This is an optimization exercise on Yosys and OpenROAD, whose aim is small area and a short achievable clock period, not a production implementation.
Where RTL was checked, it was by simulation tests only, not by an equivalence proof against the original.

==> inputs of 10-22 <==
==> flow/design.v (excerpt) <==
module obi_rvalid_delay #(
  parameter int unsigned FIFO_DEPTH = 4,
  parameter int unsigned DATA_WIDTH = 32,
  parameter logic [31:0] LFSR_SEED  = 32'h1
) (
  input  logic                              clk_i,
  input  logic                              rst_ni,
  input  logic                              req_i,
  input  logic                              gnt_i,
  input  logic                              mem_rvalid_i,
  input  logic [DATA_WIDTH-1:0]             mem_rdata_i,
  input  logic                              mem_err_i,
  output logic                              rvalid_core_o,
  output logic [DATA_WIDTH-1:0]             rdata_core_o,
  output logic                              err_core_o,
  input  logic                              en_stall_i,
  input  logic [31:0]                       stall_mode_i,
  input  logic [31:0]                       max_stall_i,
  input  logic [31:0]                       rvalid_stall_i,
  output logic [$clog2(FIFO_DEPTH+1)-1:0]   outstanding_o,
  output logic                              gnt_block_o,
  output logic                              overflow_o,
  output logic                              protocol_err_o
);
clock: 100.0 ns
lec_check: 0
abc_area: 1
cap_margin: 20
core_margin: 2
core_utilization: 65
place_density: 0.75
slew_margin: 20
standard.sh (not shown) runs the stock make flow with config.mk's settings and CLKGATE_MAP_FILE= SYNTH_SCRIPT=/design/flow/synth_recipe.tcl, a recipe that flattens the netlist after the stock synthesis.
==> flow/flow/run.sh <==
#!/bin/bash
export SETUP_SLACK_MARGIN=42
bash standard.sh > standard.log 2>&1
==> 02-19: changes against 10-22 <==
--- a/flow/design.v
+++ b/flow/design.v
@@ -892,15 +892,15 @@
 wire r16_12 = s16_sel ? (s16_p12b ^ s16_g28) : r15_11;
 wire r16_13 = s16_sel ? (s16_p13b ^ s16_g29) : r15_12;
 wire r16_14 = s16_sel ? (s16_p14b ^ s16_g30) : r15_13;
 wire r16_15 = s16_sel ? (s16_p15b ^ s16_g31) : r15_14;
 wire r16_16 = s16_sel ? (s16_p16b ^ s16_g32) : r15_15;
 assign rout = {1'b0, 1'b0, 1'b0, 1'b0, 1'b0, 1'b0, 1'b0, 1'b0, 1'b0, 1'b0, 1'b0, 1'b0, 1'b0, 1'b0, 1'b0, r16_16, r16_15, r16_14, r16_13, r16_12, r16_11, r16_10, r16_9, r16_8, r16_7, r16_6, r16_5, r16_4, r16_3, r16_2, r16_1, r16_0};
 endmodule
-module obi_rem_hi (input logic [31:0] mx, input logic [31:0] x, input logic [31:0] rin, output logic [31:0] rout, output logic zout);
+module obi_rem_hi (input logic [31:0] mx, input logic [31:0] x, input logic [31:0] rin, output logic [31:0] rout);
 logic [31:0] nm; assign nm = ~mx;
 logic [31:0] hz;
 assign hz[31] = 1'b1;
 assign hz[30] = hz[31] & ~mx[31];
 assign hz[29] = hz[30] & ~mx[30];
 assign hz[28] = hz[29] & ~mx[29];
 assign hz[27] = hz[28] & ~mx[28];
@@ -3199,17 +3199,14 @@
 wire s31_p28b = r30_27 ^ nm[28];
 wire s31_g29b = r30_28 & nm[29];
 wire s31_p29b = r30_28 ^ nm[29];
 wire s31_g30b = r30_29 & nm[30];
 wire s31_p30b = r30_29 ^ nm[30];
 wire s31_g31b = r30_30 & nm[31];
 wire s31_p31b = r30_30 ^ nm[31];
-wire s31_rz = ~|{r30_30, r30_29, r30_28, r30_27, r30_26, r30_25, r30_24, r30_23, r30_22, r30_21, r30_20, r30_19, r30_18, r30_17, r30_16, r30_15, r30_14, r30_13, r30_12, r30_11, r30_10, r30_9, r30_8, r30_7, r30_6, r30_5, r30_4, r30_3, r30_2, r30_1, r30_0, x[0]};
-wire s31_sz = ~s31_p0b & ~(s31_p1b ^ (x[0] | nm[0])) & ~(s31_p2b ^ (r30_0 | nm[1])) & ~(s31_p3b ^ (r30_1 | nm[2])) & ~(s31_p4b ^ (r30_2 | nm[3])) & ~(s31_p5b ^ (r30_3 | nm[4])) & ~(s31_p6b ^ (r30_4 | nm[5])) & ~(s31_p7b ^ (r30_5 | nm[6])) & ~(s31_p8b ^ (r30_6 | nm[7])) & ~(s31_p9b ^ (r30_7 | nm[8])) & ~(s31_p10b ^ (r30_8 | nm[9])) & ~(s31_p11b ^ (r30_9 | nm[10])) & ~(s31_p12b ^ (r30_10 | nm[11])) & ~(s31_p13b ^ (r30_11 | nm[12])) & ~(s31_p14b ^ (r30_12 | nm[13])) & ~(s31_p15b ^ (r30_13 | nm[14])) & ~(s31_p16b ^ (r30_14 | nm[15])) & ~(s31_p17b ^ (r30_15 | nm[16])) & ~(s31_p18b ^ (r30_16 | nm[17])) & ~(s31_p19b ^ (r30_17 | nm[18])) & ~(s31_p20b ^ (r30_18 | nm[19])) & ~(s31_p21b ^ (r30_19 | nm[20])) & ~(s31_p22b ^ (r30_20 | nm[21])) & ~(s31_p23b ^ (r30_21 | nm[22])) & ~(s31_p24b ^ (r30_22 | nm[23])) & ~(s31_p25b ^ (r30_23 | nm[24])) & ~(s31_p26b ^ (r30_24 | nm[25])) & ~(s31_p27b ^ (r30_25 | nm[26])) & ~(s31_p28b ^ (r30_26 | nm[27])) & ~(s31_p29b ^ (r30_27 | nm[28])) & ~(s31_p30b ^ (r30_28 | nm[29])) & ~(s31_p31b ^ (r30_29 | nm[30]));
-assign zout = s31_rz | s31_sz;
 wire s31_g1 = s31_g1b | (s31_p1b & s31_g0b);
 wire s31_g2 = s31_g3b | (s31_p3b & s31_g2b);
 wire s31_p2 = s31_p3b & s31_p2b;
 wire s31_g3 = s31_g5b | (s31_p5b & s31_g4b);
 wire s31_p3 = s31_p5b & s31_p4b;
 wire s31_g4 = s31_g7b | (s31_p7b & s31_g6b);
 wire s31_p4 = s31_p7b & s31_p6b;
@@ -3406,15 +3403,15 @@
   logic [SPLIT:0] prem_r;
   logic [2:0]  outst_r;
   logic        ovf_r, perr_r;
   logic [31:0] lfsr_s, xprev_s;
   logic        push_s, rv_s, empty_s, full_s, one_s, pendq_s, newhead_s, take_next_s;
   logic        is_div_s, is_std_s;
   logic [31:0] rem1_s, rem2_s, dly_s, hc_s, nd_s;
-  logic        dly_zero_s, hc_zero_s, rem2z_s;
+  logic        dly_zero_s, hc_zero_s;
   obi_delay_lfsr #(
     .SEED (LFSR_SEED),
     .POLY (LFSR_POLY)
   ) u_lfsr (
     .clk_i     (clk_i),
     .rst_ni    (rst_ni),
     .advance_i (push_s),
@@ -3431,21 +3428,20 @@
     .rin  (32'd0),
     .rout (rem1_s)
   );
   obi_rem_hi u_rem2 (
     .mx   (pmx_r),
     .x    (xprev_s),
     .rin  (32'(prem_r)),
-    .rout (rem2_s),
-    .zout (rem2z_s)
+    .rout (rem2_s)
   );
   assign is_div_s = en_stall_i && (stall_mode_i == RANDOM);
   assign is_std_s = en_stall_i && (stall_mode_i == STANDARD);
   assign dly_s      = pdiv_r ? rem2_s : pmx_r;
-  assign dly_zero_s = pdiv_r ? rem2z_s : (pmx_r == 32'd0);
+  assign dly_zero_s = (dly_s == 32'd0);
   assign hc_s       = phead_r ? dly_s : hcnt_r;
   assign hc_zero_s  = phead_r ? dly_zero_s : (hcnt_r == 32'd0);
   assign empty_s   = (cnt_r == 3'd0);
   assign full_s    = cnt_r[2];
   assign one_s     = (cnt_r == 3'd1);
   assign rv_s      = !empty_s && hc_zero_s;
   assign push_s    = mem_rvalid_i && (!full_s || rv_s);
==> flow/flow/run.sh (replaced) <==
#!/bin/bash
export SETUP_SLACK_MARGIN=40
bash standard.sh > standard.log 2>&1
==> impl_results.md <==
* Status: complete, no violations
* Crit. End Element: output pin
* M1 GR Usage at 48.81%
* Reg area at 0.009572 mm^2
* DP Area at 0.04646 mm^2
* Area share of and/or/nand/nor cells after synthesis at 31.24%
* RR Endpoint: hcnt_r[26]$_SDFF_PN0_
* Clock slew at reported path FFs at 0.06 ns
* Placed insts at 7,122
# the run above: 10-22

==> impl_results.md <==
* Status: complete, no violations
* Share of layout cells above drive strength 1 at 9.254%
* Layout Skew at 0.06494 ns
* Ant diodes at 6
* Most frequent cell after synthesis: nand2_1
* Post-Layout Cell Count at 6,943
* Worst Setup Start Kind: input pin
* Reg area at 0.009573 mm^2
* CTS Root Cell: clkbuf_16
* Via Count at 40,089
* Area share of and/or/nand/nor cells after synthesis at 31.06%
* RR Endpoint: cnt_r[2]$_SDFF_PN0_
* M1 GR Usage at 46.06%
* Worst setup path category: in -> reg
* Crit. End Element: flip-flop
* DP Area at 0.04532 mm^2
* Placed insts at 6,841
# the run above: 02-19

For 10-22, only the layout was checked, not whether the RTL still works.


==> pepper <==
obi_rvalid_delay, a different RTL version from the one above (not shown whole).
==> flow/config.mk <==
export PLATFORM = sky130hd
export DESIGN_NAME = obi_rvalid_delay
export DESIGN_NICKNAME = obi_rvalid_delay
export VERILOG_FILES = /design/flow/design.v
export SDC_FILE = /design/flow/constraint.sdc
export NUM_CORES = 4
export LEC_CHECK = 0
export ABC_AREA = 1
export CAP_MARGIN = 20
export CORE_MARGIN = 2
export CORE_UTILIZATION = 65
export PLACE_DENSITY = 0.75
export SLEW_MARGIN = 20
export SYNTH_HIERARCHICAL = 1
==> flow/constraint.sdc <==
create_clock -name core_clock -period 100.0 [get_ports {clk_i}]
set_input_delay 20.0000 -clock core_clock [delete_from_list [all_inputs] [get_ports {clk_i}]]
set_output_delay 20.0000 -clock core_clock [all_outputs]
set_load 0.01 [all_outputs]
==> flow/flow/run.sh <==
#!/bin/bash
export SETUP_SLACK_MARGIN=56
bash standard.sh > standard.log 2>&1
==> delta (differences from pepper) <==
==> flow/flow/run.sh (replaced) <==
#!/bin/bash
export SETUP_SLACK_MARGIN=46
bash standard.sh > standard.log 2>&1
==> notes.md <==
quantity	delta	pepper
Outcome	no timing/DRC/antenna violations	no timing/DRC/antenna violations
Worst setup startpoint	pmx_r[0]	pmx_r[20]
Vias in the first global route	45,866	47,369
Wire length per cell	14.9 um	18.4 um
Worst r2r path cells	185	177
Iteration count of the initial detailed-routing pass	6	10
Non-filler cells in the finished layout	9,057	9,453
Non-clock buffer instance count of the final layout	227	562
Number of filler instances in the final layout	6,862	4,961
All-Layer GR Usage	0.335	0.353
Utilization after layout	0.700	0.823
Final worst path period share	0.500	0.449


==> run A <==
obi_rvalid_delay, a different RTL version from the one above (not shown whole).
==> module obi_rvalid_delay, before the edit <==
module obi_rvalid_delay #(
  parameter int unsigned FIFO_DEPTH = 4,
  parameter int unsigned DATA_WIDTH = 32,
  parameter logic [31:0] LFSR_SEED  = 32'h1
) (
  input  logic                              clk_i,
  input  logic                              rst_ni,
  input  logic                              req_i,
  input  logic                              gnt_i,
  input  logic                              mem_rvalid_i,
  input  logic [DATA_WIDTH-1:0]             mem_rdata_i,
  input  logic                              mem_err_i,
  output logic                              rvalid_core_o,
  output logic [DATA_WIDTH-1:0]             rdata_core_o,
  output logic                              err_core_o,
  input  logic                              en_stall_i,
  input  logic [31:0]                       stall_mode_i,
  input  logic [31:0]                       max_stall_i,
  input  logic [31:0]                       rvalid_stall_i,
  output logic [$clog2(FIFO_DEPTH+1)-1:0]   outstanding_o,
  output logic                              gnt_block_o,
  output logic                              overflow_o,
  output logic                              protocol_err_o
);
  localparam int SPLIT = 19;   
  logic [DATA_WIDTH:0] dat_r [0:3];
  logic [1:0]  wptr_r, rptr_r;
  logic [2:0]  cnt_r;
  logic [31:0] dq_r [0:2];
  logic [1:0]  dqw_r, dqr_r;
  logic [31:0] hcnt_r;
  logic        pend_r, phead_r, pdiv_r;
  logic [31:0] pmx_r;
  logic [SPLIT:0] prem_r;
  logic [2:0]  outst_r;
  logic        ovf_r, perr_r;
  logic [31:0] lfsr_s, xprev_s;
  logic        push_s, rv_s, empty_s, full_s, one_s, pendq_s, newhead_s, take_next_s;
  logic        is_div_s, is_std_s;
  logic [31:0] rem1_s, rem2_s, dly_s, hc_s, nd_s;
  logic        dly_zero_s, hc_zero_s, rem2z_s;
  obi_delay_lfsr #(
    .SEED (LFSR_SEED),
    .POLY (LFSR_POLY)
  ) u_lfsr (
    .clk_i     (clk_i),
    .rst_ni    (rst_ni),
    .advance_i (push_s),
    .state_o   (lfsr_s)
  );
  always_comb begin
    xprev_s[0] = lfsr_s[31];
    for (int i = 0; i < 31; i++)
      xprev_s[i+1] = lfsr_s[i] ^ (lfsr_s[31] & LFSR_POLY[i]);
  end
  obi_rem_lo u_rem1 (
    .mx   (max_stall_i),
    .x    (lfsr_s),
    .rin  (32'd0),
    .rout (rem1_s)
  );
  obi_rem_hi u_rem2 (
    .mx   (pmx_r),
    .x    (xprev_s),
    .rin  (32'(prem_r)),
    .rout (rem2_s),
    .zout (rem2z_s)
  );
  assign is_div_s = en_stall_i && (stall_mode_i == RANDOM);
  assign is_std_s = en_stall_i && (stall_mode_i == STANDARD);
  assign dly_s      = pdiv_r ? rem2_s : pmx_r;
  assign dly_zero_s = pdiv_r ? rem2z_s : (pmx_r == 32'd0);
  assign hc_s       = phead_r ? dly_s : hcnt_r;
  assign hc_zero_s  = phead_r ? dly_zero_s : (hcnt_r == 32'd0);
  assign empty_s   = (cnt_r == 3'd0);
  assign full_s    = cnt_r[2];
  assign one_s     = (cnt_r == 3'd1);
  assign rv_s      = !empty_s && hc_zero_s;
  assign push_s    = mem_rvalid_i && (!full_s || rv_s);
  assign pendq_s   = pend_r && !phead_r;
  assign newhead_s = push_s && (empty_s || (rv_s && one_s));
  assign take_next_s = rv_s && !one_s;
  assign nd_s = (pendq_s && cnt_r == 3'd2) ? dly_s : dq_r[dqr_r];
  always_ff @(posedge clk_i) begin
    if (!rst_ni) begin
      wptr_r  <= '0;
      rptr_r  <= '0;
      cnt_r   <= '0;
      dqw_r   <= '0;
      dqr_r   <= '0;
      pend_r  <= 1'b0;
      phead_r <= 1'b0;
      outst_r <= '0;
      ovf_r   <= 1'b0;
      perr_r  <= 1'b0;
    end else begin
      if (push_s) wptr_r <= wptr_r + 2'd1;
      if (rv_s)   rptr_r <= rptr_r + 2'd1;
      cnt_r <= cnt_r + {2'b0, push_s} - {2'b0, rv_s};
      if (pendq_s) dqw_r <= (dqw_r == 2'd2) ? 2'd0 : dqw_r + 2'd1;
      if (take_next_s) dqr_r <= (dqr_r == 2'd2) ? 2'd0 : dqr_r + 2'd1;
      pend_r  <= push_s;
      phead_r <= newhead_s;
      case ({req_i && gnt_i, rv_s})
        2'b10: if (outst_r != 3'd4) outst_r <= outst_r + 3'd1;
        2'b01: if (outst_r == 3'd0) perr_r <= 1'b1;
               else outst_r <= outst_r - 3'd1;
        default: ;
      endcase
      if (mem_rvalid_i && full_s && !rv_s) ovf_r <= 1'b1;
    end
  end
  always_ff @(posedge clk_i) begin
    if (take_next_s)     hcnt_r <= nd_s;
    else if (!hc_zero_s) hcnt_r <= hc_s - 32'd1;
    else                 hcnt_r <= 32'd0;
    if (push_s) dat_r[wptr_r] <= {mem_rdata_i, mem_err_i};
    if (pendq_s) dq_r[dqw_r] <= dly_s;
    pdiv_r <= is_div_s;
    pmx_r  <= is_div_s ? max_stall_i : (is_std_s ? rvalid_stall_i : 32'd0);
    prem_r <= rem1_s[SPLIT:0];
  end
  assign rvalid_core_o  = rv_s;
  assign rdata_core_o   = rv_s ? dat_r[rptr_r][DATA_WIDTH:1] : '0;
  assign err_core_o     = rv_s ? dat_r[rptr_r][0] : 1'b0;
  assign outstanding_o  = outst_r;
  assign gnt_block_o    = outst_r[2];
  assign overflow_o     = ovf_r;
  assign protocol_err_o = perr_r;
endmodule
export LEC_CHECK = 0
export CAP_MARGIN = 20
export CORE_MARGIN = 2
export CORE_UTILIZATION = 60
export PLACE_DENSITY = 0.7
export SLEW_MARGIN = 20
export SYNTH_HIERARCHICAL = 1
create_clock -name core_clock -period 100.0 [get_ports {clk_i}]
==> flow/flow/run.sh <==
#!/bin/bash
export SETUP_SLACK_MARGIN=61
export BUFFER_PORTS_ARGS="-buffer_cell sky130_fd_sc_hd__buf_4"
export MAX_REPAIR_ANTENNAS_ITER_DRT=10
bash standard.sh > standard.log 2>&1
==> run M: changes against run A <==
--- a/flow/design.v
+++ b/flow/design.v
@@ -3780,2 +3780,3 @@
       dqr_r   <= '0;
+      hcnt_r  <= '0;
       pend_r  <= 1'b0;
@@ -3791,2 +3792,5 @@
       if (take_next_s) dqr_r <= (dqr_r == 2'd2) ? 2'd0 : dqr_r + 2'd1;
+      if (take_next_s)     hcnt_r <= nd_s;
+      else if (!hc_zero_s) hcnt_r <= hc_s - 32'd1;
+      else                 hcnt_r <= 32'd0;
       pend_r  <= push_s;
@@ -3803,5 +3807,2 @@
   always_ff @(posedge clk_i) begin
-    if (take_next_s)     hcnt_r <= nd_s;
-    else if (!hc_zero_s) hcnt_r <= hc_s - 32'd1;
-    else                 hcnt_r <= 32'd0;
     if (push_s) dat_r[wptr_r] <= {mem_rdata_i, mem_err_i};
==> flow/flow/run.sh (replaced) <==
#!/bin/bash
export SETUP_SLACK_MARGIN=57
export BUFFER_PORTS_ARGS="-buffer_cell sky130_fd_sc_hd__buf_4"
bash standard.sh > standard.log 2>&1
--- a/flow/config.mk
+++ b/flow/config.mk
@@ -7,6 +7,7 @@
 export LEC_CHECK = 0
+export ABC_AREA = 1
 export CAP_MARGIN = 20
 export CORE_MARGIN = 2
-export CORE_UTILIZATION = 60
-export PLACE_DENSITY = 0.7
+export CORE_UTILIZATION = 65
+export PLACE_DENSITY = 0.75
 export SLEW_MARGIN = 20
==> run Y: changes against run A <==
--- a/flow/design.v
+++ b/flow/design.v
@@ -3780,2 +3780,3 @@
       dqr_r   <= '0;
+      hcnt_r  <= '0;
       pend_r  <= 1'b0;
@@ -3791,2 +3792,5 @@
       if (take_next_s) dqr_r <= (dqr_r == 2'd2) ? 2'd0 : dqr_r + 2'd1;
+      if (take_next_s)     hcnt_r <= nd_s;
+      else if (!hc_zero_s) hcnt_r <= hc_s - 32'd1;
+      else                 hcnt_r <= 32'd0;
       pend_r  <= push_s;
@@ -3803,5 +3807,2 @@
   always_ff @(posedge clk_i) begin
-    if (take_next_s)     hcnt_r <= nd_s;
-    else if (!hc_zero_s) hcnt_r <= hc_s - 32'd1;
-    else                 hcnt_r <= 32'd0;
     if (push_s) dat_r[wptr_r] <= {mem_rdata_i, mem_err_i};
==> flow/flow/run.sh (replaced) <==
#!/bin/bash
export SETUP_SLACK_MARGIN=57
export BUFFER_PORTS_ARGS="-buffer_cell sky130_fd_sc_hd__buf_4"
export MAX_REPAIR_ANTENNAS_ITER_DRT=10
bash standard.sh > standard.log 2>&1
--- a/flow/config.mk
+++ b/flow/config.mk
@@ -7,2 +7,3 @@
 export LEC_CHECK = 0
+export ABC_AREA = 1
 export CAP_MARGIN = 20
==> reports/results.ini <==
[outcome]
run_status=no timing/DRC/antenna violations

[clock_network]
clk_pin_slew_worst_paths_ns=0.07
cts-resized-gates=11

[worst_setup_path]
crit_path_frequent_cell=nand2_1
startpoint=pmx_r[28]
crit_family=simple AND/OR/NAND/NOR gates

[final_layout]
inv_count=1463
n_antenna_cell=5
clkCellAreaFrac_pct=2.574

[grt]
met2_usage_pct=60.43

[routing]
top_layer_used=met5

[sta]
clock.fmax_ghz=0.02430

That was run Y.
==> reports/results.ini <==
[grt]
met2_usage_pct=59.47
gr-max-usage-layer=met2

[worst_setup_path]
crit_family=compound AO/OA/AOI/OAI gates
crit_path_frequent_cell=buf_4
startpoint=max_stall_i[10]

[clock_network]
cts-resized-gates=572
clk_pin_slew_worst_paths_ns=0.06

[routing]
top_layer_used=met4

[outcome]
run_status=no timing/DRC/antenna violations

[final_layout]
final_cell_mix=buf_4 (756), inv_1 (532), xnor2_1 (518)
clkCellAreaFrac_pct=2.040
top_regs=dat_r (132), dq_r (96)

[sta]
clock.fmax_ghz=0.01926
timing.hold.ws_ns=0.4686

That was run A.
==> reports/results.ini <==
[clock_network]
clk_pin_slew_worst_paths_ns=0.06
cts-resized-gates=12

[outcome]
run_status=failed layout checks
failed_checks=antenna violations

[final_layout]
inv_count=1463
clkCellAreaFrac_pct=2.304

[routing]
top_layer_used=met5
final_antenna_net_count=1

[worst_setup_path]
crit_path_frequent_cell=nand2_1
startpoint=pmx_r[28]

[grt]
met2_usage_pct=63.21

That was run M.
No functional check of the RTL was part of run A.

[afterwards: timing with drivers on the ports]
In the flow no input, the clock included, has a driving cell. The finished layouts below were timed again as built, in two steps. Step 1 assumes that a clkbuf_16 drives the clock port and a buf_2 every other input. Step 2 also shifts input and output timing later by t, the mid clock arrival at the registers, as if the neighbouring blocks saw the same clock. Three values: no drivers, after step 1, after step 2; two values: the first two.
run | shift t [ns] | setup slack, ns | cell pins on the clock port's net
10-22 | 0.646 | 44.839 / 44.772 / 44.731 | 1
02-19 | 0.645 | 43.201 / 43.206 / 42.562 | 1
pepper | 0.672 | 55.076 / 55.002 / 55.675 | 1
delta | 0.667 | 49.978 / 49.906 / 50.573 | 1
run A | 0.626 | 48.081 / 48.096 / 47.470 | 1
run M | 0.649 | 58.686 / 58.614 / 58.282 | 1
run Y | 0.651 | 58.843 / 58.773 / 58.562 | 1
The setup slack of 02-19, which loses most, moves by +0.005 ns with the drivers and by -0.639 ns with both steps.
